This is an optimization exercise on Yosys and OpenROAD, whose aim is small area, not a production implementation. In this exercise RTL edits were held to simulation tests only and were not proved equivalent to the original. Power figures rest on the tool's default switching activity, not on a simulated workload.

## ctrl_dmem_unit
module ctrl_dmem_unit
#(
    parameter int unsigned DEPTH = 64
) (
    input  logic              clk,
    input  logic              reset,
    input  logic [OP_W-1:0]   opCode,
    input  logic [31:0]       addr,
    input  logic [DATA_W-1:0] wdata,
    output logic              rtype,
    output logic              lw,
    output logic              sw,
    output logic              jump,
    output logic              branch,
    output logic              RegDst,
    output logic              ALUSrc,
    output logic              RegWrite,
    output logic              Mem2Reg,
    output logic              MemRead,
    output logic              MemWrite,
    output logic [DATA_W-1:0] memOut
);
    localparam int unsigned AW = $clog2(DEPTH);
    ctrl_dmem_unit_pkg::iclass_t cls;
    ctrl_dmem_unit_pkg::ctrl_t   ctl;
    logic [AW-1:0]     mem_idx;
    logic [DATA_W-1:0] mem_rdata;
    always_comb begin
        cls = '0;
        case (opCode)
            OP_RTYPE: cls.rtype  = 1'b1;
  ...
For scale: roughly 5500 cells after synthesis, ~2000 flip-flops, roughly 120 I/O pins, ~70000 um2 of cells after synthesis.
==> flow/config.mk <==
export PLATFORM = sky130hd
export DESIGN_NAME = ctrl_dmem_unit
export DESIGN_NICKNAME = ctrl_dmem_unit
export VERILOG_FILES = /design/flow/design.v
export SDC_FILE = /design/flow/constraint.sdc
export NUM_CORES = 4
export LEC_CHECK = 0
export CAP_MARGIN = 20
export CORE_MARGIN = 2
export CORE_UTILIZATION = 45
export CTS_BUF_LIST = sky130_fd_sc_hd__clkbuf_8
export CTS_CLUSTER_DIAMETER = 60
export CTS_CLUSTER_SIZE = 16
export PLACE_DENSITY = 0.6
export SLEW_MARGIN = 20
export SYNTH_HIERARCHICAL = 1
==> flow/constraint.sdc <==
create_clock -name core_clock -period 12.0 [get_ports {clk}]
set_input_delay 2.4000 -clock core_clock [delete_from_list [all_inputs] [get_ports {clk}]]
set_output_delay 2.4000 -clock core_clock [all_outputs]
set_load 0.01 [all_outputs]
standard.sh (not shown) runs the stock make flow with config.mk's settings and CLKGATE_MAP_FILE= SYNTH_SCRIPT=/design/flow/synth_recipe.tcl, a recipe that flattens the netlist after the stock synthesis.
==> flow/flow/run.sh <==
#!/bin/bash
# Own layout flow: the standard layout (standard.sh), with the clock tree
# built without dummy loads and the ports buffered with a small buffer.
set -e
export CTS_ARGS="-sink_clustering_enable -repair_clock_nets -dont_use_dummy_load -buf_list sky130_fd_sc_hd__clkbuf_8 -sink_clustering_size 16 -sink_clustering_max_diameter 60"
export BUFFER_PORTS_ARGS="-buffer_cell sky130_fd_sc_hd__buf_2"
bash standard.sh > standard.log 2>&1
The first run finished clean.
Then changed:
==> flow/run.sh (new file) <==
#!/bin/bash
# synth_recipe.tcl (not shown) runs the flow's synth.tcl, then flattens the netlist and writes it again
# the make line also repeats each setting of config.mk as NAME=value (left out here)
make -C /OpenROAD-flow-scripts/flow DESIGN_CONFIG=/design/flow/config.mk WORK_HOME=/design/flow/orfs CLKGATE_MAP_FILE= SYNTH_SCRIPT=/design/flow/synth_recipe.tcl finish
removed: flow/flow/run.sh
removed: flow/standard.sh
After rerunning: Final cell count went up by about 0.9%. Global-route usage drops by 0.12 points. Die area is unchanged. Wire length hardly moves. Clock power rose by 12%. Core utilization goes up by 0.65 points. Sequential share of layout area drops by 0.71 points.
Then changed:
==> flow/flow/run.sh (new file) <==
#!/bin/bash
# Own layout flow: the standard layout (standard.sh), with the clock tree
# built from buf_4 buffers without dummy loads, and the ports buffered with a
# small buffer.
set -e
export CTS_ARGS="-sink_clustering_enable -repair_clock_nets -dont_use_dummy_load -buf_list sky130_fd_sc_hd__buf_4 -sink_clustering_size 10 -sink_clustering_max_diameter 50"
export BUFFER_PORTS_ARGS="-buffer_cell sky130_fd_sc_hd__buf_2"
bash standard.sh > standard.log 2>&1
==> flow/standard.sh (new file) <==
#!/bin/bash
# synth_recipe.tcl (not shown) runs the flow's synth.tcl, then flattens the netlist and writes it again
# the make line also repeats each setting of config.mk as NAME=value (left out here)
make -C /OpenROAD-flow-scripts/flow DESIGN_CONFIG=/design/flow/config.mk WORK_HOME=/design/flow/orfs CLKGATE_MAP_FILE= SYNTH_SCRIPT=/design/flow/synth_recipe.tcl "${@:-finish}"
removed: flow/run.sh
Setup slack gains 0.84 ns.
Core utilization went down by 0.93 points.
First-iteration DRC count is lower by 2.6%.
Sequential share of layout area went up by 1.0 points.
Total power shrinks by 5.5%.
Synthesized cell count does not change.

========
Setup of rev 12:
Another version of the RTL of ctrl_dmem_unit (not shown whole).
For scale: ~2100 flip-flops, about 0.072 sq mm of cells after synthesis.
clock: 12.0 ns
lec_check: 0
cap_margin: 20
core_margin: 2
core_utilization: 45
cts_buf_list: sky130_fd_sc_hd__clkbuf_8
cts_cluster_diameter: 60
cts_cluster_size: 16
place_density: 0.6
slew_margin: 20
synth_hierarchical: 1
==> flow/flow/run.sh <==
#!/bin/bash
# Own layout flow: the standard layout (standard.sh), with the clock tree
# built without dummy loads and the ports buffered with a small buffer.
set -e
export CTS_ARGS="-sink_clustering_enable -repair_clock_nets -dont_use_dummy_load -buf_list sky130_fd_sc_hd__clkbuf_8 -sink_clustering_size 16 -sink_clustering_max_diameter 60"
export BUFFER_PORTS_ARGS="-buffer_cell sky130_fd_sc_hd__buf_2"
bash standard.sh > standard.log 2>&1
Rev 12 completed end to end with timing, DRC and antenna clean.
### rev 12 -> rev 13
==> flow/run.sh (new file) <==
#!/bin/bash
# synth_recipe.tcl (not shown) runs the flow's synth.tcl, then flattens the netlist and writes it again
# the make line also repeats each setting of config.mk as NAME=value (left out here)
make -C /OpenROAD-flow-scripts/flow DESIGN_CONFIG=/design/flow/config.mk WORK_HOME=/design/flow/orfs CLKGATE_MAP_FILE= SYNTH_SCRIPT=/design/flow/synth_recipe.tcl finish
removed: flow/flow/run.sh
removed: flow/standard.sh
Notes after the runs:
Rev 13 completed; timing, DRC and antenna clean
Compared rev 13 against rev 12; count of TritonRoute iterations in the first routing pass within noise.
Worst setup timing slack at the placement stage on rev 13 is down relative to rev 12.
Number of global-route vias before repair grows slightly when moving from rev 12 to rev 13.
Final standard cell area without fillers (rev 13 over rev 12): increase, about 1.4%
Per the comparison of rev 13 with rev 12, setup slack shrank by 0.86 ns; hold slack grew by 0.0096 ns; overall routed net length grew by 900 um.
The final net count was comparable across rev 13 and rev 12.
On sequential share of cell area, the higher figure sits with rev 12, not rev 13.

==> what the ideal ports hide <==
How much do the figures lean on ideal ports? The routed layouts below were timed once more, with nothing changed but the port constraints.
Step 1 sets driving cells, clkbuf_16 on the clock port and buf_2 on the other inputs (assumed; they add their load-dependent delay and slew).
Step 2 also shifts input and output timing later by t, the mid clock arrival at the registers, as if the neighbouring blocks saw the same clock.
Slacks: ideal / step 1 / step 2; pairs: ideal / step 1.
run | t, ns | slack for setup (ns) | worst hold slack (ns) | worst slew at a driven data input, ns | pins driven straight from the clock port
the first run of note 1 | 0.978 | 2.921 / 2.879 / 2.879 | 0.472 / 0.472 / 0.472 | 0.10 | 1
the second run of note 1 | 1.008 | 2.189 / 2.165 / 2.165 | 0.477 / 0.477 / 0.477 | 0.10 | 1
the third run of note 1 | 1.163 | 3.024 / 2.982 / 2.982 | 0.473 / 0.473 / 0.473 | 0.09 | 1
rev 12 | 0.991 | 2.875 / 2.856 / 2.856 | 0.466 / 0.466 / 0.466 | 0.12 | 1
rev 13 | 1.002 | 2.019 / 1.997 / 1.997 | 0.476 / 0.476 / 0.476 | 0.04 | 1
After both steps every run listed still meets setup and hold.
